Context: an optimization exercise on an open-source flow, tuned for small area, a short achievable clock period and few clock cycles per item. The choices shown serve that exercise and are no tape-out recipe.
Function was checked by simulation only, so behaviour that the tests miss may differ from the original.
Power is estimated from default activity; no workload was simulated.

**flow/constraint.sdc**
```tcl
create_clock -name core_clock -period 8.0 [get_ports {clk}]
set_input_delay 1.6000 -clock core_clock [delete_from_list [all_inputs] [get_ports {clk}]]
set_output_delay 1.6000 -clock core_clock [all_outputs]
set_load 0.01 [all_outputs]
```
**flow/config.mk**
```make
export PLATFORM = sky130hd
export DESIGN_NAME = tcp_synack_reply_builder
export DESIGN_NICKNAME = tcp_synack_reply_builder
export VERILOG_FILES = /design/flow/design.v
export SDC_FILE = /design/flow/constraint.sdc
export NUM_CORES = 4
export LEC_CHECK = 0
export CAP_MARGIN = 20
export CORE_MARGIN = 2
export CORE_UTILIZATION = 40
export SLEW_MARGIN = 20
```
**flow/run.sh**
```bash
#!/bin/bash
# synth_recipe.tcl (not shown) runs the flow's synth.tcl, then flattens the netlist and writes it again
# the make line also repeats each setting of config.mk as NAME=value (left out here)
make -C /OpenROAD-flow-scripts/flow DESIGN_CONFIG=/design/flow/config.mk WORK_HOME=/design/flow/orfs CLKGATE_MAP_FILE= SYNTH_SCRIPT=/design/flow/synth_recipe.tcl finish
```
**flow/design.v**
```verilog
package tsrb_pkg;
  localparam logic [15:0] EtherTypeIpv4 = 16'h0800;
  localparam logic [7:0]  ProtoTcp      = 8'h06;
  localparam logic [5:0]  FlagsMask     = 6'h3F;
  localparam logic [5:0]  FlagsSynAck   = 6'h12;
  localparam logic [16:0] IpHdrConst    = 17'h1442E;
  localparam logic [17:0] TcpHdrConst   = 18'h0001A + 18'h05010 + 18'h0FFFF;
  localparam logic [15:0] LocalPortRst  = 16'd0;
  localparam logic [15:0] ServerPortRst = 16'd80;
  localparam int unsigned CfgAddrW      = 3;
  typedef enum logic {
    REG_LOCAL_PORT  = 1'b0,
    REG_SERVER_PORT = 1'b1
  } reg_idx_t;
  typedef struct packed {
    logic [47:0] rx_dst_mac;
    logic [47:0] rx_src_mac;
    logic [15:0] rx_ethertype;
    logic [7:0]  rx_protocol;
    logic [31:0] rx_src_ip;
    logic [31:0] rx_dst_ip;
    logic [15:0] rx_dst_port;
    logic [31:0] rx_seq;
    logic [31:0] rx_ack;
    logic [7:0]  rx_flags;
  } rx_item_t;
  typedef struct packed {
    logic        send_reply;
    logic [47:0] tx_dst_mac;
    logic [47:0] tx_src_mac;
    logic [31:0] tx_src_ip;
    logic [31:0] tx_dst_ip;
    logic [15:0] ip_header_checksum;
    logic [31:0] tx_seq;
    logic [31:0] tx_ack;
    logic [15:0] tcp_checksum;
  } tx_item_t;
  typedef struct packed {
    logic        match;
    logic [47:0] tx_dst_mac;
    logic [47:0] tx_src_mac;
    logic [31:0] tx_src_ip;
    logic [31:0] tx_dst_ip;
    logic [31:0] tx_seq;
    logic [31:0] tx_ack;
    logic [17:0] ip_words;
    logic [16:0] port_sum;
    logic [16:0] seq_words;
  } s1_t;
  typedef struct packed {
    logic        match;
    logic [47:0] tx_dst_mac;
    logic [47:0] tx_src_mac;
    logic [31:0] tx_src_ip;
    logic [31:0] tx_dst_ip;
    logic [31:0] tx_seq;
    logic [31:0] tx_ack;
    logic [18:0] ip_sum;
    logic [20:0] tcp_sum;
  } s2_t;
  function automatic logic [15:0] csum_fold(input logic [20:0] sum);
    logic [16:0] s1;
    logic [16:0] s2;
    s1 = {12'd0, sum[20:16]} + {1'b0, sum[15:0]};
    s2 = {16'd0, s1[16]} + {1'b0, s1[15:0]};
    csum_fold = ~s2[15:0];
  endfunction
endpackage
module tsrb_filter (
  input  logic        clk,
  input  logic        rst,
  input  logic        in_valid,
  output logic        in_stall,
  input  tsrb_pkg::rx_item_t    in_data,
  input  logic [15:0] local_port,
  input  logic [15:0] server_port,
  output logic        out_valid,
  input  logic        out_stall,
  output tsrb_pkg::s1_t         out_data
);
  logic adv;
  tsrb_pkg::s1_t  nxt;
  assign adv      = !out_valid || !out_stall;
  assign in_stall = !adv;
  always_comb begin
    nxt.match = (in_data.rx_ethertype == tsrb_pkg::EtherTypeIpv4) &&
                (in_data.rx_protocol == tsrb_pkg::ProtoTcp) &&
                (in_data.rx_dst_port == local_port) &&
                ((in_data.rx_flags[5:0] & tsrb_pkg::FlagsMask) == tsrb_pkg::FlagsSynAck);
    nxt.tx_dst_mac = in_data.rx_src_mac;
    nxt.tx_src_mac = in_data.rx_dst_mac;
    nxt.tx_src_ip  = in_data.rx_dst_ip;
    nxt.tx_dst_ip  = in_data.rx_src_ip;
    nxt.tx_seq     = in_data.rx_ack;
    nxt.tx_ack     = in_data.rx_seq + 32'd1;
    nxt.ip_words   = {2'd0, in_data.rx_src_ip[31:16]} + {2'd0, in_data.rx_src_ip[15:0]} +
                     {2'd0, in_data.rx_dst_ip[31:16]} + {2'd0, in_data.rx_dst_ip[15:0]};
    nxt.port_sum   = {1'b0, local_port} + {1'b0, server_port};
    nxt.seq_words  = {1'b0, in_data.rx_ack[31:16]} + {1'b0, in_data.rx_ack[15:0]};
  end
  always_ff @(posedge clk) begin
    if (rst) begin
      out_valid <= 1'b0;
    end else if (adv) begin
      out_valid <= in_valid;
    end
  end
  always_ff @(posedge clk) begin
    if (adv && in_valid) begin
      out_data <= nxt;
    end
  end
endmodule
module tsrb_sum (
  input  logic clk,
  input  logic rst,
  input  logic in_valid,
  output logic in_stall,
  input  tsrb_pkg::s1_t  in_data,
  output logic out_valid,
  input  logic out_stall,
  output tsrb_pkg::s2_t  out_data
);
  logic adv;
  tsrb_pkg::s2_t  nxt;
  assign adv      = !out_valid || !out_stall;
  assign in_stall = !adv;
  always_comb begin
    nxt.match      = in_data.match;
    nxt.tx_dst_mac = in_data.tx_dst_mac;
    nxt.tx_src_mac = in_data.tx_src_mac;
    nxt.tx_src_ip  = in_data.tx_src_ip;
    nxt.tx_dst_ip  = in_data.tx_dst_ip;
    nxt.tx_seq     = in_data.tx_seq;
    nxt.tx_ack     = in_data.tx_ack;
    nxt.ip_sum     = {1'b0, in_data.ip_words} + {2'd0, tsrb_pkg::IpHdrConst};
    nxt.tcp_sum    = {3'd0, in_data.ip_words} + {4'd0, in_data.port_sum} +
                     {4'd0, in_data.seq_words} + {5'd0, in_data.tx_ack[31:16]} +
                     {5'd0, in_data.tx_ack[15:0]} + {3'd0, tsrb_pkg::TcpHdrConst};
  end
  always_ff @(posedge clk) begin
    if (rst) begin
      out_valid <= 1'b0;
    end else if (adv) begin
      out_valid <= in_valid;
    end
  end
  always_ff @(posedge clk) begin
    if (adv && in_valid) begin
      out_data <= nxt;
    end
  end
endmodule
module tsrb_fold (
  input  logic     clk,
  input  logic     rst,
  input  logic     in_valid,
  output logic     in_stall,
  input  tsrb_pkg::s2_t      in_data,
  output logic     out_valid,
  input  logic     out_stall,
  output tsrb_pkg::tx_item_t out_data
);
  logic     adv;
  tsrb_pkg::tx_item_t nxt;
  assign adv      = !out_valid || !out_stall;
  assign in_stall = !adv;
  always_comb begin
    nxt = '0;
    if (in_data.match) begin
      nxt.send_reply         = 1'b1;
      nxt.tx_dst_mac         = in_data.tx_dst_mac;
      nxt.tx_src_mac         = in_data.tx_src_mac;
      nxt.tx_src_ip          = in_data.tx_src_ip;
      nxt.tx_dst_ip          = in_data.tx_dst_ip;
      nxt.ip_header_checksum = tsrb_pkg::csum_fold({2'd0, in_data.ip_sum});
      nxt.tx_seq             = in_data.tx_seq;
      nxt.tx_ack             = in_data.tx_ack;
      nxt.tcp_checksum       = tsrb_pkg::csum_fold(in_data.tcp_sum);
    end
  end
  always_ff @(posedge clk) begin
    if (rst) begin
      out_valid <= 1'b0;
    end else if (adv) begin
      out_valid <= in_valid;
    end
  end
  always_ff @(posedge clk) begin
    if (adv && in_valid) begin
      out_data <= nxt;
    end
  end
endmodule
module tcp_synack_reply_builder (
  input  logic                clk,
  input  logic                rst,
  input  logic                in_valid,
  output logic                in_stall,
  input  tsrb_pkg::rx_item_t            in_data,
  output logic                out_valid,
  input  logic                out_stall,
  output tsrb_pkg::tx_item_t            out_data,
  input  logic                psel,
  input  logic                penable,
  input  logic                pwrite,
  input  logic [tsrb_pkg::CfgAddrW-1:0] paddr,
  input  logic [31:0]         pwdata,
  output logic [31:0]         prdata,
  output logic                pready
);
  logic [15:0] local_port;
  logic [15:0] server_port;
  tsrb_pkg::reg_idx_t    reg_sel;
  logic        wr_en;
  logic s1_valid;
  logic s1_stall;
  tsrb_pkg::s1_t  s1_data;
  logic s2_valid;
  logic s2_stall;
  tsrb_pkg::s2_t  s2_data;
  assign reg_sel = tsrb_pkg::reg_idx_t'(paddr[2]);
  assign pready  = 1'b1;
  assign wr_en   = psel && penable && pwrite;
  always_ff @(posedge clk) begin
    if (rst) begin
      local_port  <= tsrb_pkg::LocalPortRst;
      server_port <= tsrb_pkg::ServerPortRst;
    end else if (wr_en) begin
      unique case (reg_sel)
        tsrb_pkg::REG_LOCAL_PORT:  local_port  <= pwdata[15:0];
        tsrb_pkg::REG_SERVER_PORT: server_port <= pwdata[15:0];
        default: ;
      endcase
    end
  end
  always_comb begin
    unique case (reg_sel)
      tsrb_pkg::REG_LOCAL_PORT:  prdata = {16'd0, local_port};
      tsrb_pkg::REG_SERVER_PORT: prdata = {16'd0, server_port};
      default:         prdata = '0;
    endcase
  end
  tsrb_filter u_filter (
    .clk         (clk),
    .rst         (rst),
    .in_valid    (in_valid),
    .in_stall    (in_stall),
    .in_data     (in_data),
    .local_port  (local_port),
    .server_port (server_port),
    .out_valid   (s1_valid),
    .out_stall   (s1_stall),
    .out_data    (s1_data)
  );
  tsrb_sum u_sum (
    .clk       (clk),
    .rst       (rst),
    .in_valid  (s1_valid),
    .in_stall  (s1_stall),
    .in_data   (s1_data),
    .out_valid (s2_valid),
    .out_stall (s2_stall),
    .out_data  (s2_data)
  );
  tsrb_fold u_fold (
    .clk       (clk),
    .rst       (rst),
    .in_valid  (s2_valid),
    .in_stall  (s2_stall),
    .in_data   (s2_data),
    .out_valid (out_valid),
    .out_stall (out_stall),
    .out_data  (out_data)
  );
endmodule
```
==> flow_summary.json <==
{
  "clock-root-buffer": "clkbuf_16",
  "drtIter0Drc": 1443,
  "route.vias.total": 21200,
  "cts_resized": 0,
  "fin_crit_sh_pct": 71.8,
  "critPathTopFamily": "adder cells",
  "grt_pass1_vias": 21600,
  "synth_compound_area_share_pct": 5.98,
  "ctsHtreeMaxLevel": 3,
  "cp_cell_sequence": "ha_1 > fa_1 > a21o_1 > a21oi_1 > o211ai_1 > a21oi_1 > o21bai_1 > a21oi_1 > xnor2_1 > fa_1 > inv_1 > fa_1 > inv_1 > ha_1 > ha_1 > and3_1 > nand3_1 > nor3_1 > o21ai_0 > nor3b_1 > o31ai_1",
  "rsz0062_at_grt": "no",
  "post-cts-setup-buffers": 0,
  "critPathKind": "register to register",
  "cts.sinks": 834,
  "slowest_delay_ps": 510,
  "fin_cells": 4332,
  "cp.required_ps": 8440,
  "synthMuxAreaShare_pct": 0.666,
  "overflow": 0,
  "hold_viol": 0,
  "syn_area_per_cell_um2": 14.6,
  "antenna_found_initial": 9,
  "synth_edf_count": 799,
  "nFillCells": 7540,
  "grtUsageTotal_pct": 17.8,
  "wl_per_cell_um": 19.3,
  "worst_hold_slack_ps": 412,
  "synth_top_cell_by_area": "edfxtp_1",
  "cp_max_fo": 10,
  "final_common_cell": "edfxtp_1",
  "die_w_um": 304,
  "first_pass_iters": 5,
  "final_cell_area_mm2": 0.0461,
  "maxClockFrequency_mhz": 174,
  "synthSimpleGateAreaFrac_pct": 10.1,
  "port_buffers": 568,
  "synthToLayoutAreaGrowth_pct": 27.8,
  "worstMarginPinSlew_ps": 1060,
  "clkLatencyLatePin_ps": 650,
  "grt_pass1_wl_um": 127000,
  "clk_pin_slew_ps": 60,
  "ir_drop_v": 0.000351,
  "ios": 606,
  "endpoint_kind": "register",
  "crit_buf_inv": 2,
  "cts_tree": "built",
  "hp-class": "register to register",
  "async_flop_share_pct": 0,
  "period_needed_ps": 5740,
  "yosys_warnings": 4,
  "crit_slowest_cell": "fa_1",
  "cts_buffers": 89,
  "slew_violations": 0,
  "fin_worst_skew_ps": 26.5,
  "synth_top_family_by_area": "simple AND/OR/NAND/NOR gates",
  "syn_area_mm2": 0.0361,
  "dpl_cell_area_mm2": 0.0431,
  "maxCapViolCount": 0,
  "synth_cell_types": 82,
  "mostFrequentLayoutCells": "edfxtp_1 (799), clkdlybuf4s50_1 (567), and2_1 (234)",
  "yosys.area_share.adder_pct": 7.75,
  "ys_top_cells_by_area": "edfxtp_1 (66%), ha_1 (4.7%), and2_1 (4.1%)",
  "synth_xor_area_share_pct": 4.27,
  "core_area_mm2": 0.0897,
  "yosys_register_bits": 834,
  "synth_top_area_share_pct": 66.5,
  "drcViolationCount": 0,
  "cp-start-kind": "register",
  "drt-total-wl_um": 83400,
  "synth_top_flop_cell": "edfxtp_1",
  "via_per_inst": 4.90,
  "grt_max_degree": 236,
  "place_congestion": 0.842,
  "slew_headroom_pct": 29.3,
  "ys_seq_area_share_pct": 68.4,
  "num_rows": 110,
  "hpwl_um": 59800,
  "die-area_mm2": 0.0926,
  "finalSetupViolCount": 0,
  "cts_hold_buffers": 0,
  "arrival_ps": 6180,
  "ant_nets": 0,
  "dieHeight_um": 304,
  "final_nets": 3588,
  "synthCells": 2474,
  "fin_tns_setup_ps": 0,
  "start_util_pct": 40.2,
  "clockBufferDepth": 3,
  "dp.cells": 4167,
  "outcome": "no timing/DRC/antenna violations",
  "power_density_mw_per_mm2": 334,
  "drive_above_1_share_pct": 6.06,
  "p_leak_nw": 16.9
}
[layer usage]
| layer | global-route usage [%] | routed length (um) | up-vias |
|---|---|---|---|
| met4 | 5.84 | 2060 | 4 |
| met3 | 3.01 | 4450 | 113 |
| met2 | 31.5 | 43000 | 590 |
| met1 | 22.0 | 33900 | 10300 |
| met5 | 0 | 22 | - |
| li1 | - | - | 10200 |
[sequential cells by signal, summed over array words and instances, names as in the netlist]
name and flops:
local_port 16, server_port 16, u_filter.out_data 277, u_filter.out_valid 1, u_fold.out_data 257, u_fold.out_valid 1, u_sum.out_data 265, u_sum.out_valid 1
[cell usage after synthesis (13+ instances only)]
master    instances
edfxtp_1        799
and2_1          234
inv_1           160
nand2_1         139
ha_1            137
a21oi_1         113
nor2_1          107
xnor2_1         102
xor2_1           72
fa_1             54
o21ai_0          53
clkbuf_1         46
nand3_1          40
dfxtp_1          35
a21o_1           32
nor3_1           27
nand4_1          24
o21a_1           22
and3_1           18
buf_4            18
nor2b_1          18
nand2b_1         17
mux2_2           16
nor4_1           13
[power breakdown]
part           switching [mW]  leakage [nW]  internal, mW
combinational            3.08          7.52          2.39
sequential              0.248          7.94          5.46
clock                    1.70          1.44          2.53
[final timing paths]
kind / from / end / slack, ps / cells past startpoint
setup / recovery: u_filter.out_data[34] / u_sum.out_data[20] / 2260 / 21
hold / removal: u_filter.out_data[95] / u_sum.out_data[83] / 410 / 0
setup reg to reg: u_filter.out_data[34] / u_sum.out_data[20] / 2260 / 21
hold reg to reg: u_filter.out_data[95] / u_sum.out_data[83] / 410 / 0
[logic make-up (layout without fill, tap and decap cells)]
group | count (synthesis) | in the layout
multiplexers | 22 | 22
XOR/XNOR | 175 | 175
flip-flops | 834 | 834
AO/OA/AOI/OAI | 330 | 330
buffers and inverters | 237 | 899
adder cells (fa/ha/maj) | 191 | 191
other | 2 | 22
AND/OR/NAND/NOR | 683 | 683
[metrics by stage]
step / util [%] / setup slack (ps) / power, mW
after floorplan: - / 1380 / 9.82
after global placement: 48.0 / 1830 / 11.1
after detailed placement: 48.0 / 1820 / 11.2
after CTS: 51.3 / 2180 / 15.5
after global routing: 51.4 / 1810 / 16.5
final: 51.4 / 2260 / 15.4
[layout make-up]
| cell class | count | area, um2 | share of cell area [%] |
|---|---|---|---|
| Multi-Input combinational cell | 1418 | 10500 | 22.7 |
| Tap cell | 1176 | 1470 | 3.19 |
| Clock inverter | 57 | 724 | 1.57 |
| Timing Repair Buffer | 579 | 5850 | 12.7 |
| Inverter | 161 | 604 | 1.31 |
| Antenna cell | 5 | 12.5 | 0.0271 |
| Sequential cell | 834 | 24700 | 53.6 |
| Clock buffer | 102 | 2280 | 4.94 |
Testbench counts, summed over its fixed seeds: cycles 9,624, items 9,600.

port drivers added, routing unchanged:
The flow's constraints put no driver on any port. The routed layout listed below was extracted and timed again, unchanged, in two steps.
Step 1 assumes that a clkbuf_16 drives the clock port and a buf_2 every other input.
Step 2, shift: input delay + t, output delay - t, t = (earliest + latest rising clock arrival at the registers) / 2. This alone moves slack from input paths to output paths.
a / b / c = no drivers / after step 1 / after step 2; a / b = the first two.
t, ns: 0.697
slack for setup (ns): 2.258 / 2.258 / 1.756
latest minus earliest clock arrival (ns): 0.032 / 0.033
worst data-port slew with drivers (ns): 0.09
After both steps setup and hold are still met in this run. The setup slack of this run moves by 0.000 ns with the drivers and by -0.502 ns with both steps.
